Context: an optimization exercise on an open-source flow, tuned for small area, a short achievable clock period and few clock cycles per item. The choices shown serve that exercise and are no tape-out recipe.
RTL that was checked went through simulation tests only; none was proved equivalent to the original.
The RTL of runs 1 and 2 was laid out without a check of its function.
Power figures rest on the tool's default switching activity, not on a simulated workload.

$ cat flow/config.mk
export PLATFORM = sky130hd
export DESIGN_NAME = longest_prefix_route_lookup
export DESIGN_NICKNAME = longest_prefix_route_lookup
export VERILOG_FILES = /design/flow/design.v
export SDC_FILE = /design/flow/constraint.sdc
export NUM_CORES = 4
export LEC_CHECK = 0
export ABC_CLOCK_PERIOD_IN_PS = 2500
export CAP_MARGIN = 20
export CORE_MARGIN = 2
export CORE_UTILIZATION = 40
export SETUP_SLACK_MARGIN = 2.8
export SLEW_MARGIN = 20
export TNS_END_PERCENT = 5
$ cat flow/constraint.sdc
create_clock -name core_clock -period 5.0 [get_ports {clk}]
set_input_delay 1.0000 -clock core_clock [delete_from_list [all_inputs] [get_ports {clk}]]
set_output_delay 1.0000 -clock core_clock [all_outputs]
set_load 0.01 [all_outputs]
$ cat flow/design.v
package lprl_pkg;
    localparam int ENTRIES = 16;
    localparam int ADDR_W  = 32;
    localparam int INDEX_W = 4;
    localparam int LEN_W   = 6;
    function automatic logic [LEN_W-1:0] lead_ones(input logic [ADDR_W-1:0] m);
        logic [LEN_W-1:0] n;
        n = LEN_W'(ADDR_W);
        for (int i = 0; i < ADDR_W; i++)
        begin
            if (!m[i])
            begin
                n = LEN_W'(ADDR_W - 1 - i);
            end
        end
        lead_ones = n;
    endfunction
endpackage
import lprl_pkg::*;
module lprl_ctrl
(
    input  logic [ENTRIES-1:0] alive_in,
    input  logic [ENTRIES-1:0] b1,
    input  logic [ENTRIES-1:0] b0,
    output logic [ENTRIES-1:0] alive_out,
    output logic [1:0]         best
);
    logic any_hi;
    logic any_11;
    logic any_b0;
    assign any_hi = |(alive_in & b1);
    assign any_11 = |(alive_in & b1 & b0);
    assign any_b0 = |(alive_in & b0);
    assign best[1] = any_hi;
    assign best[0] = any_hi ? any_11 : any_b0;
    always_comb
    begin
        for (int i = 0; i < ENTRIES; i++)
        begin
            alive_out[i] = alive_in[i] && (b1[i] == best[1]) && (b0[i] == best[0]);
        end
    end
endmodule
module lprl_step1
(
    input  logic [ENTRIES-1:0] alive_in,
    input  logic [ENTRIES-1:0] b1,
    input  logic [ENTRIES-1:0] b0,
    output logic               hit,
    output logic [INDEX_W-1:0] idx,
    output logic [1:0]         best
);
    logic [ENTRIES-1:0] set11;
    logic [ENTRIES-1:0] set1x;
    logic [INDEX_W-1:0] idx11;
    logic [INDEX_W-1:0] idx1x;
    logic [INDEX_W-1:0] idx_all;
    assign set11 = alive_in & b1 & b0;
    assign set1x = alive_in & b1;
    assign best[1] = |set1x;
    assign best[0] = |set11;
    assign hit     = |alive_in;
    always_comb
    begin
        idx11   = '0;
        idx1x   = '0;
        idx_all = '0;
        for (int i = ENTRIES - 1; i >= 0; i--)
        begin
            if (set11[i])
            begin
                idx11 = INDEX_W'(i);
            end
            if (set1x[i])
            begin
                idx1x = INDEX_W'(i);
            end
            if (alive_in[i])
            begin
                idx_all = INDEX_W'(i);
            end
        end
    end
    assign idx = best[0] ? idx11 : (best[1] ? idx1x : idx_all);
endmodule
import lprl_pkg::*;
module lprl_dp
(
    input  logic [ADDR_W-1:0]              addr,
    input  logic [ENTRIES-1:0][ADDR_W-1:0] c1,
    input  logic [ENTRIES-1:0][ADDR_W-1:0] c0,
    output logic [ENTRIES-1:0]             match_hi,
    output logic [ENTRIES-1:0]             match_lo
);
    always_comb
    begin
        for (int i = 0; i < ENTRIES; i++)
        begin
            match_hi[i] = (((c1[i][31:16] & ~addr[31:16]) | (c0[i][31:16] & addr[31:16])) == '0);
            match_lo[i] = (((c1[i][15:0] & ~addr[15:0]) | (c0[i][15:0] & addr[15:0])) == '0);
        end
    end
endmodule
import lprl_pkg::*;
module longest_prefix_route_lookup
(
    input  logic               clk,
    input  logic               rst_n,
    input  logic               req_valid,
    output logic               req_ready,
    input  logic               req_func,
    input  logic [INDEX_W-1:0] req_entry_index,
    input  logic               req_entry_valid,
    input  logic [ADDR_W-1:0]  req_entry_prefix,
    input  logic [ADDR_W-1:0]  req_entry_mask,
    input  logic [ADDR_W-1:0]  req_lookup_addr,
    output logic               rsp_valid,
    input  logic               rsp_ready,
    output logic               rsp_hit,
    output logic [INDEX_W-1:0] rsp_best_index,
    output logic [LEN_W-1:0]   rsp_best_length
);
    logic [ENTRIES-1:0][ADDR_W-1:1] c1_mem;
    logic [ENTRIES-1:0][ADDR_W-1:1] c0_mem;
    logic [ENTRIES-1:0]             c1_b0;
    logic [ENTRIES-1:0]             c0_b0;
    logic [ENTRIES-1:0][1:0]        k43_mem;
    logic [ENTRIES-1:0][1:0]        k21_mem;
    logic [ENTRIES-1:0][1:0]        k0f_mem;
    logic               adv;
    logic               acc;
    logic               wr;
    logic [ENTRIES-1:0] wr_sel;
    logic [ADDR_W-1:0]  wr_c1;
    logic [ADDR_W-1:0]  wr_c0;
    logic [LEN_W-1:0]   wr_len;
    logic [LEN_W-1:0]   wr_key;
    logic               s1_v;
    logic [ENTRIES-1:0] s1_hi;
    logic [ENTRIES-1:0] s1_lo;
    logic [ENTRIES-1:0] s1_alive;
    logic               s2_v;
    logic [ENTRIES-1:0] s2_alive;
    logic [1:0]         s2_key;
    logic               s3_v;
    logic [ENTRIES-1:0] s3_alive;
    logic [3:0]         s3_key;
    logic               wa_v;
    logic [INDEX_W-1:0] wa_idx;
    logic [LEN_W-1:0]   wa_key;
    logic               wb_v;
    logic [INDEX_W-1:0] wb_idx;
    logic [1:0]         wb_key;
    logic               out_v;
    logic               out_hit;
    logic [INDEX_W-1:0] out_idx;
    logic [LEN_W-1:0]   out_len;
    logic               sk_v;
    logic               sk_hit;
    logic [INDEX_W-1:0] sk_idx;
    logic [LEN_W-1:0]   sk_len;
    logic               rdy_q;
    assign adv       = !sk_v;
    assign req_ready = rdy_q;
    assign acc       = req_valid && adv;
    assign wr        = acc && (req_func == 1'b0);
    always_comb
    begin
        for (int i = 0; i < ENTRIES; i++)
        begin
            wr_sel[i] = wr && (req_entry_index == INDEX_W'(i));
        end
    end
    assign wr_c1  = (req_entry_prefix & req_entry_mask) | {31'd0, !req_entry_valid};
    assign wr_c0  = (~req_entry_prefix & req_entry_mask) | {31'd0, !req_entry_valid};
    assign wr_len = lprl_pkg::lead_ones(req_entry_mask);
    assign wr_key = {wr_len[5], wr_len[4:0] | {5{wr_len[5]}}};
    always_ff @(posedge clk)
    begin
        for (int i = 0; i < ENTRIES; i++)
        begin
            if (wr_sel[i])
            begin
                c1_mem[i]  <= wr_c1[ADDR_W-1:1];
                c0_mem[i]  <= wr_c0[ADDR_W-1:1];
            end
            if (adv && wa_v && (wa_idx == INDEX_W'(i)))
            begin
                k43_mem[i] <= wa_key[4:3];
                k21_mem[i] <= wa_key[2:1];
            end
            if (adv && wb_v && (wb_idx == INDEX_W'(i)))
            begin
                k0f_mem[i] <= wb_key;
            end
        end
    end
    always_ff @(posedge clk or negedge rst_n)
    begin
        if (!rst_n)
        begin
            c1_b0 <= '1;
            c0_b0 <= '1;
        end
        else
        begin
            for (int i = 0; i < ENTRIES; i++)
            begin
                if (wr_sel[i])
                begin
                    c1_b0[i] <= wr_c1[0];
                    c0_b0[i] <= wr_c0[0];
                end
            end
        end
    end
    logic [ENTRIES-1:0] match_hi;
    logic [ENTRIES-1:0] match_lo;
    logic [ENTRIES-1:0][ADDR_W-1:0] c1_all;
    logic [ENTRIES-1:0][ADDR_W-1:0] c0_all;
    always_comb
    begin
        for (int i = 0; i < ENTRIES; i++)
        begin
            c1_all[i] = {c1_mem[i], c1_b0[i]};
            c0_all[i] = {c0_mem[i], c0_b0[i]};
        end
    end
    lprl_dp u_dp (
        .addr     (req_lookup_addr),
        .c1       (c1_all),
        .c0       (c0_all),
        .match_hi (match_hi),
        .match_lo (match_lo)
    );
    assign s1_alive = s1_hi & s1_lo;
    logic [ENTRIES-1:0] k4, k3, k2, k1, k0, kf;
    logic [ENTRIES-1:0] alive2, alive3;
    logic [1:0]         best43, best21, best0f;
    always_comb
    begin
        for (int i = 0; i < ENTRIES; i++)
        begin
            k4[i] = k43_mem[i][1];
            k3[i] = k43_mem[i][0];
            k2[i] = k21_mem[i][1];
            k1[i] = k21_mem[i][0];
            k0[i] = k0f_mem[i][1];
            kf[i] = k0f_mem[i][0];
        end
    end
    lprl_ctrl u_st43 (.alive_in(s1_alive), .b1(k4), .b0(k3), .alive_out(alive2), .best(best43));
    lprl_ctrl u_st21 (.alive_in(s2_alive), .b1(k2), .b0(k1), .alive_out(alive3), .best(best21));
    logic               enc_hit;
    logic [INDEX_W-1:0] enc_idx;
    logic [LEN_W-1:0]   enc_len;
    lprl_step1 u_st0f (.alive_in(s3_alive), .b1(k0), .b0(kf), .hit(enc_hit), .idx(enc_idx), .best(best0f));
    assign enc_len = best0f[0] ? LEN_W'(32) : {1'b0, s3_key, best0f[1]};
    always_ff @(posedge clk)
    begin
        if (adv)
        begin
            s1_hi    <= (req_func == 1'b1) ? match_hi : '0;
            s1_lo    <= match_lo;
            s2_alive <= alive2;
            s2_key   <= best43;
            s3_alive <= alive3;
            s3_key   <= {s2_key, best21};
            wa_idx   <= req_entry_index;
            wa_key   <= wr_key;
            wb_idx   <= wa_idx;
            wb_key   <= {wa_key[0], wa_key[5]};
        end
    end
    always_ff @(posedge clk or negedge rst_n)
    begin
        if (!rst_n)
        begin
            s1_v <= 1'b0;
            s2_v <= 1'b0;
            s3_v <= 1'b0;
            wa_v <= 1'b0;
            wb_v <= 1'b0;
        end
        else if (adv)
        begin
            s1_v <= acc;
            s2_v <= s1_v;
            s3_v <= s2_v;
            wa_v <= wr;
            wb_v <= wa_v;
        end
    end
    logic push;
    assign push = adv && s3_v;
    always_ff @(posedge clk or negedge rst_n)
    begin
        if (!rst_n)
        begin
            out_v <= 1'b0;
            sk_v  <= 1'b0;
            rdy_q <= 1'b1;
        end
        else
        begin
            out_v <= sk_v || push || (out_v && !rsp_ready);
            sk_v  <= (sk_v || push) && out_v && !rsp_ready;
            rdy_q <= !((sk_v || push) && out_v && !rsp_ready);
        end
    end
    always_ff @(posedge clk)
    begin
        if (!out_v || rsp_ready)
        begin
            if (sk_v)
            begin
                out_hit <= sk_hit;
                out_idx <= sk_idx;
                out_len <= sk_len;
            end
            else
            begin
                out_hit <= enc_hit;
                out_idx <= enc_idx;
                out_len <= enc_len;
            end
        end
        if (!sk_v)
        begin
            sk_hit <= enc_hit;
            sk_idx <= enc_idx;
            sk_len <= enc_len;
        end
    end
    assign rsp_valid       = out_v;
    assign rsp_hit         = out_hit;
    assign rsp_best_index  = out_idx;
    assign rsp_best_length = out_len;
endmodule
$ cat flow/flow/run.sh
#!/bin/bash
# The standard layout with a few changes:
#  - port buffers are buf_2 instead of the delay cell buffer_ports picks by default
#  - the resizer may swap a cell for one with another footprint
#  - clock tree: sink clusters of 16, clkbuf_8 and clkbuf_16, no dummy loads
#  - after the standard synthesis, each mux2i_1 whose select net drives four
#    or more of them becomes an a22oi_1 fed by one shared inverter of that
#    net (same function, smaller); the rewrite is kept only if Yosys proves
#    the netlists equivalent. Registers are not touched.
set -uo pipefail
W=$PWD
VARS=(
  MATCH_CELL_FOOTPRINT=0
  "BUFFER_PORTS_ARGS=-buffer_cell sky130_fd_sc_hd__buf_2"
  "CTS_ARGS=-sink_clustering_enable -repair_clock_nets -buf_list {sky130_fd_sc_hd__clkbuf_8 sky130_fd_sc_hd__clkbuf_16} -sink_clustering_size 16 -sink_clustering_max_diameter 70 -dont_use_dummy_load"
)
bash standard.sh "${VARS[@]}" synth > synth.log 2>&1
R=$W/orfs/results/sky130hd/longest_prefix_route_lookup/base
LIB=$FLOW_HOME/platforms/sky130hd/lib/sky130_fd_sc_hd__tt_025C_1v80.lib
if [[ -f $R/1_2_yosys.v ]]; then
  cp $R/1_2_yosys.v $W/standard_1_2_yosys.v
  if python3 $W/flow/remap.py $W/standard_1_2_yosys.v $W/remap_1_2_yosys.v 4 > remap.log 2>&1; then
    sed -e "s#@LIB@#$LIB#" -e "s#@GOLD@#$W/standard_1_2_yosys.v#" -e "s#@GATE@#$W/remap_1_2_yosys.v#" \
      $W/flow/eq.ys.in > $W/eq.ys
    if yosys -q $W/eq.ys > eq.log 2>&1; then
      echo "equivalent: using the rewritten netlist" >> remap.log
      cp $W/remap_1_2_yosys.v $R/1_2_yosys.v
      rm -f $R/1_synth.odb $R/1_synth.sdc
    else
      echo "not proven equivalent: keeping the standard netlist" >> remap.log
    fi
  fi
fi
bash standard.sh "${VARS[@]}" finish > flow.log 2>&1
$ cat flow/flow/eq.ys.in
read_liberty -ignore_miss_func @LIB@
read_verilog @GOLD@
rename longest_prefix_route_lookup gold
read_verilog @GATE@
rename longest_prefix_route_lookup gate
hierarchy -check
flatten gold gate
async2sync
rename -hide w:*.*
opt_clean
equiv_make gold gate equiv
hierarchy -top equiv
equiv_simple
equiv_induct
equiv_status -assert
$ cat flow/flow/remap.py
#!/usr/bin/env python3
# Rewrite mux2i_1 cells whose select net drives several of them as a22oi_1
# fed by one shared inverter of the select net:
#   mux2i: Y = !(S ? A1 : A0)   a22oi: Y = !((A1 & A2) | (B1 & B2))
#   so A1=A0, A2=!S, B1=A1, B2=S
import re, sys, collections
src, dst = sys.argv[1], sys.argv[2]
minfan = int(sys.argv[3]) if len(sys.argv) > 3 else 4
text = open(src).read()
inst_re = re.compile(r'sky130_fd_sc_hd__mux2i_1\s+(\S+)\s*\((.*?)\);', re.S)
pin_re = re.compile(r'\.(\w+)\((.*?)\)\s*(?:,|$)', re.S)
def pins(body):
    return {m.group(1): m.group(2).strip() for m in pin_re.finditer(body.strip())}
found = [(m, pins(m.group(2))) for m in inst_re.finditer(text)]
fan = collections.Counter(p['S'] for m, p in found)
inv_of = {}
out = []
last = 0
n = 0
for m, p in found:
    s = p['S']
    if fan[s] < minfan:
        continue
    if s not in inv_of:
        inv_of[s] = 'remap_sn_%d' % len(inv_of)
    out.append(text[last:m.start()])
    out.append('sky130_fd_sc_hd__a22oi_1 %s (.A1(%s ),\n    .A2(%s),\n    .B1(%s ),\n    .B2(%s ),\n    .Y(%s ));' % (
        m.group(1), p['A0'], inv_of[s], p['A1'], s, p['Y']))
    last = m.end()
    n += 1
out.append(text[last:])
text = ''.join(out)
# declare the inverted select nets and their inverters before endmodule
decl = ''.join(' wire %s;\n' % w for w in inv_of.values())
insts = ''.join(' sky130_fd_sc_hd__inv_2 remap_inv_%d (.A(%s ),\n    .Y(%s));\n' % (i, s, w) for i, (s, w) in enumerate(inv_of.items()))
assert text.count('endmodule') == 1
text = text.replace('endmodule', decl + insts + 'endmodule')
open(dst, 'w').write(text)
print('remapped %d mux2i_1 cells on %d select nets' % (n, len(inv_of)))
$ cat flow/standard.sh
#!/bin/bash
# synth_recipe.tcl (not shown) runs the flow's synth.tcl, then flattens the netlist and writes it again
# the make line also repeats each setting of config.mk as NAME=value (left out here)
make -C /OpenROAD-flow-scripts/flow DESIGN_CONFIG=/design/flow/config.mk WORK_HOME=/design/flow/orfs CLKGATE_MAP_FILE= SYNTH_SCRIPT=/design/flow/synth_recipe.tcl "${@:-finish}"
==> results.cfg, run 1 <==
[run_status]
status = complete, no violations

[critical_path]
cp_cell_sequence = buf_2, inv_2, a22oi_1, nand4_1, nor4_1
critical_path.max_fanout = 18
reg2regPathDepth = 6
cpMaxStageDelayCell = sky130_fd_sc_hd__nor4_1
worstReg2RegEnd = c1_mem[397]$_DFFE_PP_
worstSetupPathType = input port to flop
critPathLaunchType = input port
regToRegSetupSlack_ns = 2.66
timing.critical_path.slowest_cell_delay_ns = 0.63
cp-end-kind = flop
r2r-start = sk_v$_DFF_PN0_
critPathArrivalTime_ns = 2.82
worst_ep_required_time_ns = 5.36
crit_path_start = req_lookup_addr[12]
setup.worst_path.end = s1_lo[5]$_DFFE_PN_

[routing]
route.detailed.drc = 0
vias_per_cell = 6.17
dr_total_vias = 27300
drt-initial-drc-count = 4384
routed_wire_length_per_instance_um = 31.3
route.antenna.remaining_nets = 0
routed_wl_mm = 139
detailedRoute.firstPassIterationCount = 9

[power]
power.density_mw_per_mm2 = 417
irDropWorstVdd_v = 0.000251
p_total_mw = 21.7
leakagePower_nw = 17.1

[sta]
finClkSkew_ns = 0.0933
final_setup_vio_count = 0
period_needed_ns = 2.46
tightest_slew_ns = 1.16
max_freq_ghz = 0.407
final.setup.tns_ns = 0
slew-limit-headroom_pct = 22.4
timing.final.hold_violations = 0
setup_slack_ns = 2.54
post-route-period-util_pct = 49.1
drv_slew = 0
grt_setup_unrepaired = true
whs_ns = 0.435

[clock_network]
root_buffer = sky130_fd_sc_hd__clkbuf_16
clk_pin_slew_worst_paths_ns = 0.07
clk_latency_ns = 0.70
tritoncts = yes
cts-buffers-inserted = 91
cts.htree.levels = 3
clock-sinks = 1236
clock_tree.buffer_depth = 3

[logic_synthesis]
syn-cell-area_mm2 = 0.0461
syn-num-nets = 2791
synthesis.yosys.warnings = 4
synth_cells = 2685
syn-mean-instance-area_um2 = 17.2

[grt]
grt_util_met2_pct = 35.6
number_of_global_route_vias_before_repair = 26100
global_route.usage.total_pct = 22.8
grt_start_max_net_pins = 69
most_crowded_layer_gr = met2
groute.layer.met1.usage_pct = 32.7
globalRoute.totalOverflow = 0
antenna_found_initial = 9
grt_first_pass_wirelength_mm = 192
global_route_met3_usage_pct = 4.49

[die]
floorplan.initialDensity_pct = 40.3
placeableCoreArea_mm2 = 0.114
ioPinCount = 119
placement_rows = 124
die_h_um = 343
die-area_mm2 = 0.118
overall_die_width_um = 343

[cells_and_area]
area_growth_syn_to_layout_pct = 13.0
final_layout_size_suffix_gt1_share_pct = 17.4
multi_input_area_mm2 = 0.00881
final_layout_fill_cell_count = 9830
final-instance-count-excl-fill = 4428
commonest_cells_after_routing_fill_and_taps_aside = sky130_fd_sc_hd__edfxtp_1, sky130_fd_sc_hd__a22oi_1, sky130_fd_sc_hd__nand4_1
most_frequent_standard_cell_in_the_layout_excluding_fill_and_tap_cells = sky130_fd_sc_hd__edfxtp_1
storage_element_area_mm2 = 0.0368
design.final.nets = 3020
finalCoreUtilization_pct = 45.6
post_layout_instance_area_mm2 = 0.0520

[placement]
dp.cells = 4285
port-buffer-count = 118
place_area_mm2 = 0.0487
place.detailed.hpwl_mm = 90.6
routabilityCongestion = 0.927
place_ws_ns = 1.32

[job]
max_cap_viol_count = 0

[hold_path]
worst_hold_path_type = input port to asynchronous set/reset pin
-- worst min-delay path by stage --
stage / startpoint / slack (ns) / depth (start not counted) / to
after detailed placement: s2_key[1]$_DFFE_PN_ / 0.41 / 0 / s3_key[3]$_DFFE_PN_
after CTS: rst_n / 0.42 / 2 / wb_v$_DFFE_PN0N_
after global routing: rst_n / 0.46 / 2 / wb_v$_DFFE_PN0N_
final: rst_n / 0.43 / 2 / wb_v$_DFFE_PN0N_
after global placement: s2_key[0]$_DFFE_PN_ / 0.42 / 0 / s3_key[2]$_DFFE_PN_
after floorplan: s2_key[0]$_DFFE_PN_ / 0.40 / 0 / s3_key[2]$_DFFE_PN_
-- worst max-delay path, delay by kind of cell --
kind	cells	cell delay (ns)
buffers and inverters	2	0.73
AND/OR/NAND/NOR	2	0.82
AO/OA/AOI/OAI	1	0.25
-- sequential cells by signal (all words and copies together), names as in the netlist, 16 cells and up --
register,cells
s1_lo,16
s2_alive,16
c0_mem,496
s1_hi,16
k21_mem,32
s3_alive,16
c0_b0,16
k0f_mem,32
c1_b0,16
k43_mem,32
c1_mem,496
-- where the power goes --
part	switching (mW)	internal, mW
Clock	3.26	3.20
Combinational	1.66	0.860
Sequential	0.566	12.2
-- layer usage --
layer / part of all wire [%] / up-vias / wire length (µm)
met5: 0.022 / - / 31
met3: 10 / 179 / 14400
met2: 46 / 1570 / 63700
met4: 2.6 / 6 / 3570
met1: 41 / 14100 / 56900
li1: - / 11500 / -
-- layout make-up --
class	instances	area share, %
Sequential cell	1236	70.8
Multi-Input combinational cell	1270	16.9
Clock buffer	91	4.37
Tap cell	1512	3.63
Timing Repair Buffer	209	3.25
Inverter	102	0.925
Timing Repair inverter	4	0.0673
Antenna cell	4	0.0192
-- repair_timing --
item,CTS,global route
gates resized for setup,60,85
gates cloned,4,10
endpoints found under the setup margin,1016,1001
buffers inserted,13,21
hold buffers,0,0
pin swaps,6,14
==> inputs of run 2 (changes only) <==
--- a/flow/design.v
+++ b/flow/design.v
@@ -91,4 +91,3 @@
     input  logic [ENTRIES-1:0][ADDR_W-1:0] c0,
-    output logic [ENTRIES-1:0]             match_hi,
-    output logic [ENTRIES-1:0]             match_lo
+    output logic [3:0][ENTRIES-1:0]        match_q
 );
@@ -96,6 +95,8 @@
     begin
-        for (int i = 0; i < ENTRIES; i++)
+        for (int q = 0; q < 4; q++)
         begin
-            match_hi[i] = (((c1[i][31:16] & ~addr[31:16]) | (c0[i][31:16] & addr[31:16])) == '0);
-            match_lo[i] = (((c1[i][15:0] & ~addr[15:0]) | (c0[i][15:0] & addr[15:0])) == '0);
+            for (int i = 0; i < ENTRIES; i++)
+            begin
+                match_q[q][i] = (((c1[i][8*q +: 8] & ~addr[8*q +: 8]) | (c0[i][8*q +: 8] & addr[8*q +: 8])) == '0);
+            end
         end
@@ -138,4 +139,3 @@
     logic               s1_v;
-    logic [ENTRIES-1:0] s1_hi;
-    logic [ENTRIES-1:0] s1_lo;
+    logic [3:0][ENTRIES-1:0] s1_q;
     logic [ENTRIES-1:0] s1_alive;
@@ -216,4 +216,3 @@
     end
-    logic [ENTRIES-1:0] match_hi;
-    logic [ENTRIES-1:0] match_lo;
+    logic [3:0][ENTRIES-1:0] match_q;
     logic [ENTRIES-1:0][ADDR_W-1:0] c1_all;
@@ -232,6 +231,5 @@
         .c0       (c0_all),
-        .match_hi (match_hi),
-        .match_lo (match_lo)
+        .match_q  (match_q)
     );
-    assign s1_alive = s1_hi & s1_lo;
+    assign s1_alive = s1_q[3] & s1_q[2] & s1_q[1] & s1_q[0];
     logic [ENTRIES-1:0] k4, k3, k2, k1, k0, kf;
@@ -262,4 +260,4 @@
         begin
-            s1_hi    <= (req_func == 1'b1) ? match_hi : '0;
-            s1_lo    <= match_lo;
+            s1_q[3]  <= (req_func == 1'b1) ? match_q[3] : '0;
+            s1_q[2:0] <= match_q[2:0];
             s2_alive <= alive2;
--- a/flow/flow/run.sh
+++ b/flow/flow/run.sh
@@ -4,3 +4,3 @@
 #  - the resizer may swap a cell for one with another footprint
-#  - clock tree: sink clusters of 16, clkbuf_8 and clkbuf_16, no dummy loads
+#  - clock tree: large sink clusters of clkbuf_16, no dummy loads
 #  - after the standard synthesis, each mux2i_1 whose select net drives four
@@ -14,3 +14,3 @@
   "BUFFER_PORTS_ARGS=-buffer_cell sky130_fd_sc_hd__buf_2"
-  "CTS_ARGS=-sink_clustering_enable -repair_clock_nets -buf_list {sky130_fd_sc_hd__clkbuf_8 sky130_fd_sc_hd__clkbuf_16} -sink_clustering_size 16 -sink_clustering_max_diameter 70 -dont_use_dummy_load"
+  "CTS_ARGS=-sink_clustering_enable -repair_clock_nets -buf_list sky130_fd_sc_hd__clkbuf_16 -sink_clustering_size 28 -sink_clustering_max_diameter 120 -dont_use_dummy_load"
 )
==> results.cfg, run 2 <==
[run_status]
status = complete, no violations

[cells_and_area]
final-instance-count-excl-fill = 4418
reg_top3 = c0_mem: 496 flops, c1_mem: 496 flops, s1_q: 64 flops
finalCoreUtilization_pct = 44.5
most_frequent_standard_cell_in_the_layout_excluding_fill_and_tap_cells = sky130_fd_sc_hd__edfxtp_1
design.final.nets = 2995
post_layout_instance_area_mm2 = 0.0517
area_growth_syn_to_layout_pct = 10.5
final_layout_size_suffix_gt1_share_pct = 15.3
commonest_cells_after_routing_fill_and_taps_aside = sky130_fd_sc_hd__edfxtp_1, sky130_fd_sc_hd__a22oi_1, sky130_fd_sc_hd__nand4_1

[clock_network]
post_cts_hold_buffer_count = 0
root_buffer = sky130_fd_sc_hd__clkbuf_16
clock_tree.buffer_depth = 3
tritoncts = yes
cts-buffers-inserted = 51
clk_latency_ns = 0.71
clk_pin_slew_worst_paths_ns = 0.11
clock-sinks = 1268
cts.htree.levels = 2

[sta]
whs_ns = 0.331
setup_slack_ns = 2.57
max_freq_ghz = 0.411
tightest_slew_ns = 1.15
period_needed_ns = 2.43
final.setup.tns_ns = 0
drv_slew = 0
final_setup_vio_count = 0
grt_setup_unrepaired = true
timing.final.hold_violations = 0
finClkSkew_ns = 0.106
post-route-period-util_pct = 48.7
slew-limit-headroom_pct = 23.1

[critical_path]
path_depth = 7
setup.worst_path.end = s2_alive[5]$_DFFE_PN_
cp_cell_sequence = and4_4, buf_4, a22oi_1, nand4_1, nor2_4, mux2_4, o221a_1
crit_path_start = s1_q[17]$_DFFE_PN_
worstReg2RegEnd = s2_alive[5]$_DFFE_PN_
regToRegSetupSlack_ns = 2.57
reg2regPathDepth = 7
timing.critical_path.slowest_cell_delay_ns = 0.59
cp-end-kind = flop
critPathLaunchType = flop
critPathArrivalTime_ns = 2.94
r2r-start = s1_q[17]$_DFFE_PN_
critPathBufInv = 1
critical_path.top_delay_family = simple AND/OR/NAND/NOR gates
worst_ep_required_time_ns = 5.51
critical_path.max_fanout = 7
worstSetupPathType = flop to flop
cpMaxStageDelayCell = sky130_fd_sc_hd__edfxtp_1

[routing]
dr_total_vias = 27100
drt-initial-drc-count = 3789
route.antenna.remaining_nets = 0
dr_wl_met2_mm = 63.3
detailedRoute.firstPassIterationCount = 6
route.detailed.drc = 0
wl_met3_mm = 11.9
routed_wire_length_per_instance_um = 29.6
routed_wl_mm = 131
topRoutingLayerUsed = met5
wl_met1_mm = 51.6
vias_per_cell = 6.13

[die]
ioPinCount = 119
overall_die_width_um = 346
placement_rows = 125
die-area_mm2 = 0.120
floorplan.initialDensity_pct = 40.3
placeableCoreArea_mm2 = 0.116
die_h_um = 346

[power]
internal_power_mw = 15.1
proportion_of_power_drawn_by_combinational_gates_pct = 10.8
leakagePower_nw = 16.7
p_total_mw = 20.2
power.density_mw_per_mm2 = 390
power_switching_share_pct = 25.0
power_frac_seq_pct = 65.2
irDropWorstVdd_v = 0.000282
power_switching_mw = 5.05
clockPowerShare_pct = 24.0

[job]
max_cap_viol_count = 0

[grt]
antenna_found_initial = 19
grt_first_pass_wirelength_mm = 184
globalRoute.totalOverflow = 0
global_route.usage.total_pct = 21.0
grt_start_max_net_pins = 71
number_of_global_route_vias_before_repair = 26200

[placement]
routabilityCongestion = 0.883
place_area_mm2 = 0.0494
port-buffer-count = 118
dp.cells = 4307
place.detailed.hpwl_mm = 81.2
place_ws_ns = 1.43

[logic_synthesis]
synthesis.yosys.warnings = 4
syn-num-nets = 2813
syn-cell-area_mm2 = 0.0467
synth_cells = 2707
syn-mean-instance-area_um2 = 17.3

[hold_path]
worst_hold_path_type = input port to asynchronous set/reset pin
[run 2: cell count changes in the layout (fill, tap and decap cells not counted), sizes merged, moves of 20 or more]
cell    delta
a22oi     +20
nand3     -24
o221a     +26
edfxtp    +32
nor2      +40
clkbuf    -50
nor4      -31
[run 2: what timing repair did]
item                                    4_1_cts  5_1_grt
endpoints found under the setup margin     1157      868
gates resized for setup                      81       30
pin swaps                                    13       16
buffers inserted                             25       13
cloned                                        6        9
[run 2: worst reg2reg max path: stages (launching register included)]
cell                       delay, ns
sky130_fd_sc_hd__edfxtp_1       0.59
sky130_fd_sc_hd__and4_4         0.29
sky130_fd_sc_hd__buf_4          0.14
sky130_fd_sc_hd__a22oi_1        0.30
sky130_fd_sc_hd__nand4_1        0.24
sky130_fd_sc_hd__nor2_4         0.21
sky130_fd_sc_hd__mux2_4         0.24
sky130_fd_sc_hd__o221a_1        0.24
[run 2: power groups by stage]
stage	clock network (mW)	logic, mW	registers (mW)
final	4.84	2.18	13.1
after detailed placement	0	2.02	13.4
after global placement	0	1.98	13.3
after floorplan	0	1.27	13.1
after CTS	4.91	2.10	13.1
after global routing	5.24	2.36	13.2
[run 2: cell type report]
| type | count | area, µm² |
|---|---|---|
| fill | 9957 | 64400 |
| sequential | 1268 | 37800 |
| multi-input combinational | 1275 | 8620 |
| tap | 1524 | 1910 |
| timing repair buffer | 201 | 1620 |
| clock buffer | 51 | 1280 |
| inverter | 90 | 413 |
| timing repair inverter | 2 | 17.5 |
| antenna | 7 | 17.5 |
[run 2: how the worst min path moves through the flow]
stage                              from                   to  cells after the start
floorplan           s2_key[0]$_DFFE_PN_  s3_key[2]$_DFFE_PN_                      0
global placement    s2_key[1]$_DFFE_PN_  s3_key[3]$_DFFE_PN_                      0
detailed placement  s2_key[1]$_DFFE_PN_  s3_key[3]$_DFFE_PN_                      0
CTS                 s2_key[1]$_DFFE_PN_  s3_key[3]$_DFFE_PN_                      0
global route                      rst_n     s2_v$_DFFE_PN0N_                      1
finish                            rst_n     s2_v$_DFFE_PN0N_                      1
[run 2: per-layer routing]
layer,global-route usage [%],up-vias
met4,5.58,18
met3,3.32,208
met2,35.1,1405
met5,0,-
li1,-,11400
met1,28.8,14000
==> inputs of run 3 (changes only) <==
--- a/flow/design.v
+++ b/flow/design.v
@@ -27,10 +27,10 @@
 );
-    logic any_hi;
-    logic any_11;
-    logic any_b0;
-    assign any_hi = |(alive_in & b1);
-    assign any_11 = |(alive_in & b1 & b0);
-    assign any_b0 = |(alive_in & b0);
-    assign best[1] = any_hi;
-    assign best[0] = any_hi ? any_11 : any_b0;
+    logic ge1;    
+    logic ge2;    
+    logic ge3;    
+    assign ge1 = |(alive_in & (b1 | b0));
+    assign ge2 = |(alive_in & b1);
+    assign ge3 = |(alive_in & b1 & b0);
+    assign best[1] = ge2;
+    assign best[0] = ge3 || (ge1 && !ge2);
     always_comb
@@ -39,3 +39,6 @@
         begin
-            alive_out[i] = alive_in[i] && (b1[i] == best[1]) && (b0[i] == best[0]);
+            alive_out[i] = alive_in[i]
+                           && !((!b1[i] && !b0[i] && ge1)
+                             || (!b1[i] &&  b0[i] && ge2)
+                             || ( b1[i] && !b0[i] && ge3));
         end
@@ -166,7 +169,14 @@
     assign wr        = acc && (req_func == 1'b0);
+    logic [3:0] wr_hi;
+    logic [3:0] wr_lo;
     always_comb
     begin
+        for (int j = 0; j < 4; j++)
+        begin
+            wr_hi[j] = wr && (req_entry_index[3:2] == 2'(j));
+            wr_lo[j] = (req_entry_index[1:0] == 2'(j));
+        end
         for (int i = 0; i < ENTRIES; i++)
         begin
-            wr_sel[i] = wr && (req_entry_index == INDEX_W'(i));
+            wr_sel[i] = wr_hi[i / 4] && wr_lo[i % 4];
         end
--- a/flow/config.mk
+++ b/flow/config.mk
@@ -11,3 +11,3 @@
 export CORE_UTILIZATION = 40
-export SETUP_SLACK_MARGIN = 2.8
+export SETUP_SLACK_MARGIN = 3.1
 export SLEW_MARGIN = 20
==> results.cfg, run 3 <==
[cells_and_area]
post_layout_instance_area_mm2 = 0.0526
multi_input_area_mm2 = 0.00921
storage_element_area_mm2 = 0.0378
commonest_cells_after_routing_fill_and_taps_aside = sky130_fd_sc_hd__edfxtp_1, sky130_fd_sc_hd__a22oi_1, sky130_fd_sc_hd__nand4_1
most_frequent_standard_cell_in_the_layout_excluding_fill_and_tap_cells = sky130_fd_sc_hd__edfxtp_1
design.final.nets = 3108
area_growth_syn_to_layout_pct = 11.3
final_layout_fill_cell_count = 10200
reg_top3 = c0_mem: 496 flops, c1_mem: 496 flops, s1_q: 64 flops
final_layout_size_suffix_gt1_share_pct = 15.6

[sta]
grt_setup_unrepaired = true
timing.final.hold_violations = 0
whs_ns = 0.330
period_needed_ns = 2.36
max_freq_ghz = 0.424
final.setup.tns_ns = 0
setup_slack_ns = 2.64
post-route-period-util_pct = 47.2
slew-limit-headroom_pct = 20.0
finClkSkew_ns = 0.116
drv_slew = 0
final_setup_vio_count = 0
tightest_slew_ns = 1.19

[clock_network]
clk_pin_slew_worst_paths_ns = 0.10
clk_latency_ns = 0.72
cts.htree.levels = 2
tritoncts = yes
clock-sinks = 1268
clock_tree.buffer_depth = 3
cts-buffers-inserted = 52
root_buffer = sky130_fd_sc_hd__clkbuf_16

[die]
floorplan.initialDensity_pct = 40.2
ioPinCount = 119
placement_rows = 126
die-area_mm2 = 0.121
die_h_um = 348
placeableCoreArea_mm2 = 0.118
overall_die_width_um = 348

[grt]
global_route.usage.total_pct = 21.2
grt_first_pass_wirelength_mm = 186
antenna_found_initial = 15
globalRoute.totalOverflow = 0
number_of_global_route_vias_before_repair = 25600
grt_start_max_net_pins = 67

[critical_path]
cp-end-kind = flop
critical_path.max_fanout = 18
critPathArrivalTime_ns = 2.75
worstSetupPathType = input port to flop
critPathLaunchType = input port
worst_ep_required_time_ns = 5.39

[routing]
route.detailed.drc = 0
wl_met1_mm = 55.3
topRoutingLayerUsed = met5
drt-initial-drc-count = 3283
dr_wl_met2_mm = 61.6
vias_per_cell = 5.97
dr_total_vias = 27100
detailedRoute.firstPassIterationCount = 6
routed_wl_mm = 131
wl_met3_mm = 10.5
route.antenna.remaining_nets = 0
routed_wire_length_per_instance_um = 28.8

[hold_path]
worst_hold_path_type = input port to asynchronous set/reset pin

[job]
max_cap_viol_count = 0

[power]
power.density_mw_per_mm2 = 388
leakagePower_nw = 17.2
irDropWorstVdd_v = 0.000302

[placement]
place_area_mm2 = 0.0499
routabilityCongestion = 0.834
place_ws_ns = 1.35
place.detailed.hpwl_mm = 80.9
port-buffer-count = 118

[logic_synthesis]
syn-cell-area_mm2 = 0.0472
synth_cells = 2800
syn-mean-instance-area_um2 = 16.9
synthesis.yosys.warnings = 4
syn-num-nets = 2906

[run_status]
status = complete, no violations
run 3: cell types whose count changed in the layout (fill, tap and decap cells not counted), moves of 8 or more:
cell / before / now
sky130_fd_sc_hd__a22oi_1: 543 / 528
sky130_fd_sc_hd__buf_4: 47 / 59
sky130_fd_sc_hd__o21ai_0: 20 / 72
sky130_fd_sc_hd__nand3b_1: 4 / 19
sky130_fd_sc_hd__and2_1: 32 / 48
sky130_fd_sc_hd__o211a_1: 0 / 17
sky130_fd_sc_hd__buf_2: 117 / 107
sky130_fd_sc_hd__and4_4: 10 / 2
sky130_fd_sc_hd__mux2i_1: 0 / 33
sky130_fd_sc_hd__o221a_1: 29 / 0
sky130_fd_sc_hd__and4_1: 6 / 14
run 3: through the flow:
stage          instances  utilization, %  total power, mW
2_1_floorplan       2800               -             14.4
3_3_place_gp        4409            42.4             15.4
3_5_place_dp        4410            42.4             15.4
4_1_cts             4505            44.3             20.3
5_1_grt             4539            44.7             21.1
6_report            4541            44.7             20.4
run 3: repair_timing:
action	4_1_cts	5_1_grt
resized for setup	120	64
pin swaps	12	21
endpoints found under the hold margin	0	0
endpoints found under the setup margin	1304	1189
cloned	17	3
setup buffers	26	28
hold buffers	0	0
run 3: power by group:
group / leakage, nW / switching [mW] / internal, mW
Combinational: 4.65 / 1.54 / 0.841
Clock: 0.641 / 3.08 / 1.87
Sequential: 11.9 / 0.540 / 12.5
run 3: cell type report:
class	count	area share, %
Antenna cell	5	0.0238
Timing Repair inverter	10	0.164
Tap cell	1536	3.66
Inverter	86	0.798
Multi-Input combinational cell	1368	17.5
Clock buffer	52	2.48
Sequential cell	1268	71.9
Timing Repair Buffer	216	3.41
run 3: path summary, 6_finish.rpt:
check / slack, ns / startpoint / endpoint / depth (start not counted)
worst min register to register: 0.42 / s2_key[1]$_DFFE_PN_ / s3_key[3]$_DFFE_PN_ / 0
worst max-delay path: 2.64 / req_lookup_addr[10] / s1_q[22]$_DFFE_PN_ / 5
min in group core_clock: 0.42 / s2_key[1]$_DFFE_PN_ / s3_key[3]$_DFFE_PN_ / 0
worst min-delay path: 0.33 / rst_n / out_v$_DFF_PN0_ / 1
max in group asynchronous: 4.22 / rst_n / s1_v$_DFFE_PN0N_ / 1
worst max register to register: 2.66 / s1_q[53]$_SDFFCE_PN0N_ / s2_key[0]$_DFFE_PN_ / 5
run 3: critical path: stages:
cell and delay [ns]:
sky130_fd_sc_hd__buf_2 0.46, sky130_fd_sc_hd__inv_2 0.27, sky130_fd_sc_hd__a22oi_1 0.31, sky130_fd_sc_hd__nand4_1 0.23, sky130_fd_sc_hd__nor2_1 0.44
run 3: layer usage:
layer	GRT usage [%]	up-vias
met3	2.95	159
li1	-	11800
met4	5.80	10
met5	0	-
met2	34.0	1139
met1	30.5	14000
Testbench counts of run 3, summed over its fixed seeds: cycles 2,560, items 2,528.
==> inputs of run 4 (changes only) <==
--- a/flow/config.mk
+++ b/flow/config.mk
@@ -11,3 +11,3 @@
 export CORE_UTILIZATION = 40
-export SETUP_SLACK_MARGIN = 3.1
+export SETUP_SLACK_MARGIN = 2.6
 export SLEW_MARGIN = 20
==> results.cfg, run 4 <==
[run_status]
status = complete, no violations

[critical_path]
worst_ep_required_time_ns = 5.34
critical_path.top_delay_family = simple AND/OR/NAND/NOR gates
critPathBufInv = 2
critPathArrivalTime_ns = 2.78
cpMaxStageDelayCell = sky130_fd_sc_hd__or3_4
worstSetupPathType = flop to flop
crit_path_start = sk_v$_DFF_PN0_
r2r-start = sk_v$_DFF_PN0_
critPathLaunchType = flop
cp_cell_sequence = buf_6, nand2b_4, or2_4, or3_4, nor2_4, buf_6
timing.critical_path.slowest_cell_delay_ns = 0.41
cpMostUsedCell = sky130_fd_sc_hd__buf_6
cp-end-kind = flop
critical_path.max_fanout = 33

[clock_network]
root_buffer = sky130_fd_sc_hd__clkbuf_16
clk_pin_slew_worst_paths_ns = 0.10
tritoncts = yes
clock-sinks = 1268
clock_tree.buffer_depth = 3
cts.htree.levels = 2
cts-buffers-inserted = 51
post_cts_hold_buffer_count = 0
clk_latency_ns = 0.70

[die]
placeableCoreArea_mm2 = 0.118
ioPinCount = 119
die_h_um = 348
floorplan.initialDensity_pct = 40.2
overall_die_width_um = 348
die-area_mm2 = 0.121
placement_rows = 126

[placement]
place.detailed.hpwl_mm = 80.9
port-buffer-count = 118
dp.cells = 4415
routabilityCongestion = 0.850

[grt]
grt_first_pass_wirelength_mm = 181
global_route.usage.total_pct = 20.6
grt_start_max_net_pins = 67
antenna_found_initial = 24
number_of_global_route_vias_before_repair = 25500
globalRoute.totalOverflow = 0

[logic_synthesis]
synth_cells = 2800
syn-mean-instance-area_um2 = 16.9
synthesis.yosys.warnings = 4
syn-num-nets = 2906
syn-cell-area_mm2 = 0.0472

[hold_path]
worst_hold_path_type = input port to asynchronous set/reset pin

[cells_and_area]
finalCoreUtilization_pct = 44.0
commonest_cells_after_routing_fill_and_taps_aside = sky130_fd_sc_hd__edfxtp_1, sky130_fd_sc_hd__a22oi_1, sky130_fd_sc_hd__nand4_1
storage_element_area_mm2 = 0.0378
final_layout_fill_cell_count = 10300
final_layout_size_suffix_gt1_share_pct = 13.3
area_growth_syn_to_layout_pct = 9.53
multi_input_area_mm2 = 0.00898
most_frequent_standard_cell_in_the_layout_excluding_fill_and_tap_cells = sky130_fd_sc_hd__edfxtp_1
final-instance-count-excl-fill = 4500
design.final.nets = 3062
reg_top3 = c0_mem: 496 flops, c1_mem: 496 flops, s1_q: 64 flops

[power]
leakagePower_nw = 16.8
power_switching_mw = 5.07
internal_power_mw = 15.1
power_switching_share_pct = 25.2
power_frac_seq_pct = 65.1
irDropWorstVdd_v = 0.000248
power.density_mw_per_mm2 = 389
clockPowerShare_pct = 24.2
proportion_of_power_drawn_by_combinational_gates_pct = 10.6

[sta]
max_freq_ghz = 0.409
grt_setup_unrepaired = true
finClkSkew_ns = 0.0577
period_needed_ns = 2.45
final_setup_vio_count = 0
post-route-period-util_pct = 48.9
tightest_slew_ns = 1.24
drv_slew = 0
slew-limit-headroom_pct = 17.2
final.setup.tns_ns = 0
timing.final.hold_violations = 0

[routing]
routed_wire_length_per_instance_um = 28.4
drt-initial-drc-count = 3262
vias_per_cell = 5.97
routed_wl_mm = 128
route.antenna.remaining_nets = 0
dr_total_vias = 26800
route.detailed.drc = 0
detailedRoute.firstPassIterationCount = 6

[job]
max_cap_viol_count = 0
==> run 4: cell count changes in the layout (fill, tap and decap cells not counted), sizes merged <==
cell	previous run	this run
clkinv	2	3
or4	6	4
buf	203	175
clkbuf	65	55
diode	5	10
bufinv	0	3
inv	92	82
==> run 4: worst paths after layout <==
| kind | cells past startpoint | to | slack [ns] |
|---|---|---|---|
| hold / removal | 1 | sk_v$_DFF_PN0_ | 0.44 |
| min in group core_clock | 0 | s3_key[3]$_DFFE_PN_ | 0.44 |
| hold reg to reg | 0 | s3_key[3]$_DFFE_PN_ | 0.44 |
| setup / recovery | 6 | c1_mem[51]$_DFFE_PP_ | 2.55 |
| max in group asynchronous | 1 | out_v$_DFF_PN0_ | 3.97 |
| setup reg to reg | 6 | c1_mem[51]$_DFFE_PP_ | 2.55 |
==> run 4: area by class of cell <==
| type | count | share of cell area (%) |
|---|---|---|
| antenna | 10 | 0.0484 |
| timing repair buffer | 179 | 2.47 |
| timing repair inverter | 4 | 0.0653 |
| multi-input combinational | 1366 | 17.4 |
| inverter | 86 | 0.803 |
| tap | 1536 | 3.71 |
| clock buffer | 51 | 2.47 |
| sequential | 1268 | 73.1 |
==> run 4: stage by stage <==
stage                     hold slack [ns]  instance area [µm²]  power (mW)  setup slack, ns
after global routing                0.466                51700        20.8             2.45
after CTS                           0.437                51500        20.2             2.41
after floorplan                     0.400                47300        14.4             1.19
final                               0.442                51700        20.1             2.55
after detailed placement            0.407                49900        15.5             1.51
after global placement              0.411                49900        15.4             1.55
==> run 4: what timing repair did <==
item,4_1_cts,5_1_grt
pin swaps,8,1
setup endpoints to repair,1055,628
cloned,4,4
setup buffers,16,0
gates resized for setup,40,33
==> run 4: power groups by stage <==
stage / sequential (mW) / clock, mW / combinational, mW
CTS: 13.1 / 4.98 / 2.14
detailed placement: 13.4 / 0 / 2.10
floorplan: 13.1 / 0 / 1.30
global route: 13.2 / 5.28 / 2.35
finish: 13.1 / 4.88 / 2.14
global placement: 13.3 / 0 / 2.07
==> run 4: metal layers <==
metal  track usage [%]  part of all wire [%]  vias up
met5                 0                 0.033        -
met4              6.12                   3.0        6
met3              2.53                   6.8      165
met2              34.5                    49     1019
met1              28.3                    41    14000
li1                  -                     -    11700
==> inputs of run 5 (changes only) <==
--- a/flow/config.mk
+++ b/flow/config.mk
@@ -11,4 +11,4 @@
 export CORE_UTILIZATION = 40
-export SETUP_SLACK_MARGIN = 2.6
+export SETUP_SLACK_MARGIN = 2.8
 export SLEW_MARGIN = 20
-export TNS_END_PERCENT = 5
+export TNS_END_PERCENT = 20
==> results.cfg, run 5 <==
[clock_network]
clock_tree.buffer_depth = 3
tritoncts = yes
clk_latency_ns = 0.72
clk_pin_slew_worst_paths_ns = 0.11
root_buffer = sky130_fd_sc_hd__clkbuf_16
cts.htree.levels = 2
cts-buffers-inserted = 52
post_cts_hold_buffer_count = 0
clock-sinks = 1268

[critical_path]
cp-end-kind = flop
critPathArrivalTime_ns = 2.73
worstSetupPathType = input port to flop
path_depth = 5
critPathLaunchType = input port
cpMaxStageDelayCell = sky130_fd_sc_hd__nor3_1
critical_path.top_delay_family = buffers and inverters
critPathBufInv = 2
cp_cell_sequence = buf_2, inv_2, a22oi_1, nand4_1, nor3_1
reg2regPathDepth = 6
critical_path.max_fanout = 18
worst_ep_required_time_ns = 5.38
r2r-start = sk_v$_DFF_PN0_
timing.critical_path.slowest_cell_delay_ns = 0.57
crit_path_start = req_lookup_addr[25]

[power]
leakagePower_nw = 16.9
power.density_mw_per_mm2 = 389
irDropWorstVdd_v = 0.000289
p_total_mw = 20.2

[sta]
finClkSkew_ns = 0.0886
tightest_slew_ns = 1.22
timing.final.hold_violations = 0
max_freq_ghz = 0.425
post-route-period-util_pct = 47.0
period_needed_ns = 2.35
final_setup_vio_count = 0
final.setup.tns_ns = 0
slew-limit-headroom_pct = 18.1
grt_setup_unrepaired = true
drv_slew = 0

[cells_and_area]
final-instance-count-excl-fill = 4497
reg_top3 = c0_mem: 496 flops, c1_mem: 496 flops, s1_q: 64 flops
final_layout_size_suffix_gt1_share_pct = 14.2
most_frequent_standard_cell_in_the_layout_excluding_fill_and_tap_cells = sky130_fd_sc_hd__edfxtp_1
area_growth_syn_to_layout_pct = 9.84
finalCoreUtilization_pct = 44.1
post_layout_instance_area_mm2 = 0.0519
commonest_cells_after_routing_fill_and_taps_aside = sky130_fd_sc_hd__edfxtp_1, sky130_fd_sc_hd__a22oi_1, sky130_fd_sc_hd__nand4_1
design.final.nets = 3066

[logic_synthesis]
synth_cells = 2800
syn-num-nets = 2906
synthesis.yosys.warnings = 4
syn-cell-area_mm2 = 0.0472
syn-mean-instance-area_um2 = 16.9

[placement]
place_area_mm2 = 0.0499
dp.cells = 4410
port-buffer-count = 118
place.detailed.hpwl_mm = 80.7
routabilityCongestion = 0.868

[routing]
drt-initial-drc-count = 3197
routed_wire_length_per_instance_um = 28.6
route.antenna.remaining_nets = 0
vias_per_cell = 5.98
detailedRoute.firstPassIterationCount = 6
route.detailed.drc = 0
dr_total_vias = 26900
routed_wl_mm = 129

[die]
ioPinCount = 119
die_h_um = 348
placement_rows = 126
die-area_mm2 = 0.121
overall_die_width_um = 348
floorplan.initialDensity_pct = 40.2
placeableCoreArea_mm2 = 0.118

[grt]
grt_first_pass_wirelength_mm = 183
globalRoute.totalOverflow = 0
number_of_global_route_vias_before_repair = 25400
antenna_found_initial = 11
grt_start_max_net_pins = 67
global_route.usage.total_pct = 20.9

[hold_path]
worst_hold_path_type = input port to asynchronous set/reset pin

[run_status]
status = complete, no violations

[job]
max_cap_viol_count = 0
==> run 5: worst register-to-register path, stage by stage (launching register included) <==
cell and delay (ns):
sky130_fd_sc_hd__dfrtp_2 0.49, sky130_fd_sc_hd__nand2b_2 0.25, sky130_fd_sc_hd__nor2_1 0.19, sky130_fd_sc_hd__and3_4 0.28, sky130_fd_sc_hd__nand2b_1 0.15, sky130_fd_sc_hd__clkinv_2 0.31, sky130_fd_sc_hd__buf_12 0.28
==> run 5: metal layers <==
metal | wire length, µm | share of wire, % | vias up | GRT usage (%)
met5 | 79 | 0.061 | - | 0
met4 | 3690 | 2.9 | 12 | 5.94
met3 | 8850 | 6.9 | 170 | 3.17
met2 | 61400 | 48 | 1034 | 34.2
met1 | 54800 | 43 | 14000 | 29.1
li1 | - | - | 11700 | -
==> run 5: repair_timing <==
action | CTS | global route
cloned | 14 | 1
setup endpoints to repair | 1061 | 713
pin swaps | 18 | 3
setup buffers | 14 | 3
gates resized for setup | 112 | 12
==> run 5: stage by stage <==
stage / hold slack (ns) / worst slack, ns
after floorplan: 0.400 / 1.19
after global placement: 0.406 / 1.33
after detailed placement: 0.428 / 1.27
after CTS: 0.426 / 2.63
after global routing: 0.444 / 2.60
final: 0.424 / 2.65
==> run 5: area by class of cell <==
type / count / area [µm²]
antenna: 3 / 7.51
fill: 10400 / 65700
inverter: 86 / 425
timing repair buffer: 176 / 1260
multi-input combinational: 1370 / 9110
timing repair inverter: 6 / 48.8
clock buffer: 52 / 1300
tap: 1536 / 1920
sequential: 1268 / 37800
==> run 5: path summary, 6_finish.rpt <==
kind,end,slack (ns)
hold reg to reg,s3_key[2]$_DFFE_PN_,0.45
setup reg to reg,c1_mem[458]$_DFFE_PP_,2.68
min in group core_clock,s3_key[2]$_DFFE_PN_,0.45
hold / removal,out_v$_DFF_PN0_,0.42
max in group asynchronous,c1_b0[5]$_DFFE_PN1P_,4.13
setup / recovery,s1_q[62]$_SDFFCE_PN0N_,2.65
==> run 5: report_power, final <==
group	switching [mW]	total (mW)	internal (mW)
registers	0.537	13.1	12.5
logic	1.48	2.18	0.701
clock network	3.05	4.91	1.87
total	5.06	20.2	15.1
==> inputs of run 6 (changes only) <==
--- a/flow/config.mk
+++ b/flow/config.mk
@@ -11,4 +11,5 @@
 export CORE_UTILIZATION = 40
+export PLACE_DENSITY = 0.8
 export SETUP_SLACK_MARGIN = 2.8
 export SLEW_MARGIN = 20
-export TNS_END_PERCENT = 20
+export TNS_END_PERCENT = 5
==> results.cfg, run 6 <==
[cells_and_area]
design.final.nets = 3094
area_growth_syn_to_layout_pct = 10.5
final_layout_size_suffix_gt1_share_pct = 14.0
final_layout_fill_cell_count = 9788
reg_top3 = c0_mem: 496 flops, c1_mem: 496 flops, s1_q: 64 flops
most_frequent_standard_cell_in_the_layout_excluding_fill_and_tap_cells = sky130_fd_sc_hd__edfxtp_1
commonest_cells_after_routing_fill_and_taps_aside = sky130_fd_sc_hd__edfxtp_1, sky130_fd_sc_hd__a22oi_1, sky130_fd_sc_hd__nand4_1

[critical_path]
critical_path.top_delay_family = simple AND/OR/NAND/NOR gates
critPathArrivalTime_ns = 2.92
cpMaxStageDelayCell = sky130_fd_sc_hd__or4_4
critical_path.max_fanout = 5
critPathLaunchType = flop
cp-end-kind = flop
critPathBufInv = 0
worst_ep_required_time_ns = 5.47
timing.critical_path.slowest_cell_delay_ns = 0.65
worstSetupPathType = flop to flop
cp_cell_sequence = and4_1, o21ai_0, nand4_1, or4_4, mux2i_1, o211a_1

[routing]
dr_total_vias = 28300
detailedRoute.firstPassIterationCount = 7
drt-initial-drc-count = 5118
routed_wire_length_per_instance_um = 28.3
routed_wl_mm = 128
route.detailed.drc = 0
vias_per_cell = 6.26
route.antenna.remaining_nets = 0

[sta]
final.setup.tns_ns = 0
period_needed_ns = 2.45
slew-limit-headroom_pct = 19.9
post-route-period-util_pct = 49.0
drv_slew = 0
whs_ns = 0.438
max_freq_ghz = 0.409
grt_setup_unrepaired = true
timing.final.hold_violations = 0
finClkSkew_ns = 0.0882
tightest_slew_ns = 1.20
final_setup_vio_count = 0

[grt]
antenna_found_initial = 17
grt_first_pass_wirelength_mm = 179
number_of_global_route_vias_before_repair = 26600
grt_start_max_net_pins = 67
global_route.usage.total_pct = 20.1
globalRoute.totalOverflow = 0

[die]
overall_die_width_um = 348
ioPinCount = 119
placement_rows = 126
die_h_um = 348
die-area_mm2 = 0.121
floorplan.initialDensity_pct = 40.2
placeableCoreArea_mm2 = 0.118

[power]
power.density_mw_per_mm2 = 385
power_frac_seq_pct = 65.2
irDropWorstVdd_v = 0.000371
proportion_of_power_drawn_by_combinational_gates_pct = 11.0
internal_power_mw = 15.1
leakagePower_nw = 17.1
power_switching_mw = 4.99
power_switching_share_pct = 24.8
clockPowerShare_pct = 23.8

[placement]
port-buffer-count = 118
routabilityCongestion = 0.896
place.detailed.hpwl_mm = 79.1

[run_status]
status = complete, no violations

[logic_synthesis]
synth_cells = 2800
syn-mean-instance-area_um2 = 16.9
synthesis.yosys.warnings = 4
syn-cell-area_mm2 = 0.0472
syn-num-nets = 2906

[clock_network]
cts.htree.levels = 2
cts-buffers-inserted = 51
clock-sinks = 1268
tritoncts = yes
clk_pin_slew_worst_paths_ns = 0.11
clock_tree.buffer_depth = 3
root_buffer = sky130_fd_sc_hd__clkbuf_16
clk_latency_ns = 0.69

[hold_path]
worst_hold_path_type = flop to flop

[job]
max_cap_viol_count = 0
run 6: cell types whose count changed in the layout (fill, tap and decap cells not counted), sizes merged:
cell,before,now
diode,3,4
buf,173,189
clkbuf,55,66
clkinvlp,2,1
nor2,127,131
or4,8,6
inv,86,88
clkinv,2,0
run 6: metrics by stage:
step,area [µm²],utilization (%),setup WS (ns),power (mW),std cells
6_report,52200,44.4,2.55,20.1,4526
5_1_grt,52200,44.4,2.58,20.7,4523
4_1_cts,51900,44.1,2.51,20.0,4511
3_5_place_dp,50000,42.5,1.35,15.4,4422
3_3_place_gp,50000,42.5,1.39,15.3,4422
2_1_floorplan,47300,-,1.19,14.4,2800
run 6: final cells by class:
class / instances / area (µm²) / share of cell area [%]
timing repair buffer: 204 / 1690 / 3.23
antenna: 4 / 10.0 / 0.0192
inverter: 86 / 414 / 0.793
tap: 1536 / 1920 / 3.68
multi-input combinational: 1372 / 9030 / 17.3
clock buffer: 51 / 1280 / 2.45
timing repair inverter: 5 / 43.8 / 0.0839
sequential: 1268 / 37800 / 72.4
run 6: worst paths after layout:
| path | start | end | slack, ns | cells after the start |
|---|---|---|---|---|
| max in group asynchronous | rst_n | sk_v$_DFF_PN0_ | 4.08 | 2 |
| min in group asynchronous | rst_n | wa_v$_DFFE_PN0N_ | 0.48 | 2 |
| max | s1_q[63]$_SDFFCE_PN0N_ | s2_alive[11]$_DFFE_PN_ | 2.55 | 6 |
| min reg2reg | s2_key[1]$_DFFE_PN_ | s3_key[3]$_DFFE_PN_ | 0.44 | 0 |
| max reg2reg | s1_q[63]$_SDFFCE_PN0N_ | s2_alive[11]$_DFFE_PN_ | 2.55 | 6 |
| min | s2_key[1]$_DFFE_PN_ | s3_key[3]$_DFFE_PN_ | 0.44 | 0 |
run 6: power groups by stage:
stage	Sequential, mW	Combinational (mW)	Clock [mW]
2_1_floorplan	13.1	1.30	0
3_3_place_gp	13.3	1.99	0
3_5_place_dp	13.3	2.05	0
4_1_cts	13.1	2.13	4.77
5_1_grt	13.2	2.39	5.10
6_report	13.1	2.21	4.78
run 6: routing by layer:
| metal | global-route usage, % | vias up | part of all wire [%] |
|---|---|---|---|
| met1 | 26.8 | 14000 | 35 |
| li1 | - | 11800 | - |
| met2 | 31.6 | 2262 | 46 |
| met3 | 6.04 | 314 | 15 |
| met4 | 6.71 | 6 | 3.8 |
| met5 | 0 | - | 0.032 |
run 6: repair_timing:
| item | in CTS | in global routing |
|---|---|---|
| pin swaps | 9 | 4 |
| hold buffers | 0 | 0 |
| endpoints found under the hold margin | 0 | 0 |
| setup buffers | 21 | 4 |
| cloned | 17 | 7 |
| endpoints found under the setup margin | 1111 | 1009 |
| gates resized for setup | 56 | 41 |
==> inputs of run 7 (changes only) <==
--- a/flow/config.mk
+++ b/flow/config.mk
@@ -11,3 +11,3 @@
 export CORE_UTILIZATION = 40
-export PLACE_DENSITY = 0.8
+export PLACE_DENSITY = 0.7
 export SETUP_SLACK_MARGIN = 2.8
==> results.cfg, run 7 <==
[grt]
antenna_found_initial = 18
globalRoute.totalOverflow = 0
number_of_global_route_vias_before_repair = 25600
grt_first_pass_wirelength_mm = 176
grt_start_max_net_pins = 67
global_route.usage.total_pct = 19.8

[die]
floorplan.initialDensity_pct = 40.2
placement_rows = 126
die-area_mm2 = 0.121
ioPinCount = 119
placeableCoreArea_mm2 = 0.118
overall_die_width_um = 348
die_h_um = 348

[sta]
grt_setup_unrepaired = true
period_needed_ns = 2.42
slew-limit-headroom_pct = 26.8
final_setup_vio_count = 0
setup_slack_ns = 2.58
timing.final.hold_violations = 0
post-route-period-util_pct = 48.4
finClkSkew_ns = 0.0608
final.setup.tns_ns = 0
tightest_slew_ns = 1.09
max_freq_ghz = 0.414
drv_slew = 0

[routing]
detailedRoute.firstPassIterationCount = 8
route.detailed.drc = 0
routed_wl_mm = 124
routed_wire_length_per_instance_um = 27.4
route.antenna.remaining_nets = 0
vias_per_cell = 6.03
drt-initial-drc-count = 4004
dr_total_vias = 27200

[critical_path]
cpMaxStageDelayCell = sky130_fd_sc_hd__or4_4
critical_path.max_fanout = 5
cp-end-kind = flop
critPathBufInv = 0
critPathLaunchType = flop
cp_cell_sequence = and4_1, o21ai_0, nand4_1, or4_4, mux2i_1, o211a_1
critPathArrivalTime_ns = 2.90
critical_path.top_delay_family = simple AND/OR/NAND/NOR gates
worstSetupPathType = flop to flop
worst_ep_required_time_ns = 5.48
timing.critical_path.slowest_cell_delay_ns = 0.64

[logic_synthesis]
syn-mean-instance-area_um2 = 16.9
syn-cell-area_mm2 = 0.0472
synth_cells = 2800
synthesis.yosys.warnings = 4
syn-num-nets = 2906

[clock_network]
root_buffer = sky130_fd_sc_hd__clkbuf_16
tritoncts = yes
cts.htree.levels = 2
clock-sinks = 1268
cts-buffers-inserted = 51
clk_pin_slew_worst_paths_ns = 0.11
clk_latency_ns = 0.68
clock_tree.buffer_depth = 3

[cells_and_area]
most_frequent_standard_cell_in_the_layout_excluding_fill_and_tap_cells = sky130_fd_sc_hd__edfxtp_1
commonest_cells_after_routing_fill_and_taps_aside = sky130_fd_sc_hd__edfxtp_1, sky130_fd_sc_hd__a22oi_1, sky130_fd_sc_hd__nand4_1
final_layout_size_suffix_gt1_share_pct = 13.4
reg_top3 = c0_mem: 496 flops, c1_mem: 496 flops, s1_q: 64 flops
area_growth_syn_to_layout_pct = 10.1
final-instance-count-excl-fill = 4512
design.final.nets = 3075
final_layout_fill_cell_count = 10100

[placement]
place.detailed.hpwl_mm = 78.4
port-buffer-count = 118
routabilityCongestion = 0.867
dp.cells = 4418
place_ws_ns = 1.47

[run_status]
status = complete, no violations

[power]
irDropWorstVdd_v = 0.000242
p_total_mw = 20.1
leakagePower_nw = 17.0
power.density_mw_per_mm2 = 386

[job]
max_cap_viol_count = 0

[hold_path]
worst_hold_path_type = flop to flop
## run 7: where the power goes
| group | internal (mW) | switching [mW] |
|---|---|---|
| clock network | 1.83 | 2.93 |
| registers | 12.5 | 0.544 |
| logic | 0.736 | 1.47 |
## run 7: metrics by stage
| stage | utilization [%] | hold WS, ns | area (µm²) |
|---|---|---|---|
| floorplan | - | 0.400 | 47300 |
| global placement | 42.4 | 0.410 | 49900 |
| global route | 44.2 | 0.452 | 52000 |
| CTS | 44.1 | 0.442 | 51800 |
| finish | 44.2 | 0.436 | 52000 |
| detailed placement | 42.5 | 0.416 | 49900 |
## run 7: per-layer routing
metal / track usage (%) / wire length, µm / vias to the layer above
li1: - / - / 11700
met1: 28.1 / 49800 / 13900
met2: 32.4 / 58900 / 1433
met3: 2.88 / 12000 / 162
met4: 4.82 / 3070 / 10
met5: 0 / 71 / -
## run 7: what timing repair did
item / 4_1_cts / 5_1_grt
pin swaps: 10 / 4
setup endpoints to repair: 1133 / 859
resized for setup: 83 / 26
buffers inserted: 19 / 1
gates cloned: 10 / 4
hold endpoints to repair: 0 / 0
hold buffers: 0 / 0
## run 7: cell type report
cell class | instances | area, µm² | share of cell area, %
well taps | 1536 | 1920 | 3.69
flip-flops and latches | 1268 | 37800 | 72.7
clock buffers | 51 | 1280 | 2.45
diodes | 9 | 22.5 | 0.0433
repair inverters | 3 | 26.3 | 0.0505
multi-input cells | 1368 | 9000 | 17.3
inverters | 86 | 457 | 0.878
repair buffers | 191 | 1500 | 2.89
## run 7: path summary, 6_finish.rpt
kind	from	endpoint	slack, ns	cells past startpoint
worst min register to register	s2_key[1]$_DFFE_PN_	s3_key[3]$_DFFE_PN_	0.44	0
min in group asynchronous	rst_n	s3_v$_DFFE_PN0N_	0.52	1
worst min-delay path	s2_key[1]$_DFFE_PN_	s3_key[3]$_DFFE_PN_	0.44	0
worst max register to register	s1_q[19]$_DFFE_PN_	s2_alive[13]$_DFFE_PN_	2.58	6
max in group asynchronous	rst_n	sk_v$_DFF_PN0_	3.82	1
worst max-delay path	s1_q[19]$_DFFE_PN_	s2_alive[13]$_DFFE_PN_	2.58	6

## what the ideal ports hide
The results above use ideal ports. As a check the final layouts listed here were re-extracted and re-timed, cells and wires unchanged. Step 1 (the two cells are an assumption about what drives the block):
set clk [get_ports {clk}]
set_driving_cell -lib_cell sky130_fd_sc_hd__clkbuf_16 $clk
set_driving_cell -lib_cell sky130_fd_sc_hd__buf_2 [delete_from_list [all_inputs] $clk]
Step 2 moves the port delays by t, midway between the first and last clock arrival at a register: inputs arrive t later, outputs are due t later. That takes back most of the time a late clock gives input paths. a / b / c = no drivers / after step 1 / after step 2; a / b = the first two.
run | t (ns) | setup slack, ns | clock arrival spread, ns | worst register clock-pin slew, ns | pins driven straight from the clock port
run 1 | 0.716 | 2.544 / 2.580 / 1.864 | 0.094 / 0.093 | 0.07 / 0.07 | 1
run 2 | 0.730 | 2.567 / 2.567 / 1.921 | 0.106 / 0.106 | 0.11 / 0.11 | 1
run 3 | 0.736 | 2.641 / 2.641 / 1.957 | 0.118 / 0.118 | 0.11 / 0.11 | 1
run 4 | 0.735 | 2.553 / 2.553 / 1.969 | 0.060 / 0.060 | 0.12 / 0.12 | 1
run 5 | 0.731 | 2.648 / 2.640 / 1.923 | 0.125 / 0.126 | 0.11 / 0.11 | 1
run 6 | 0.715 | 2.552 / 2.552 / 1.940 | 0.100 / 0.100 | 0.11 / 0.11 | 1
run 7 | 0.707 | 2.582 / 2.582 / 1.982 | 0.068 / 0.068 | 0.11 / 0.11 | 1
After both steps every run listed still meets setup and hold. For run 5, which loses most, drivers alone change the setup slack by -0.008 ns; drivers and shift together by -0.725 ns.
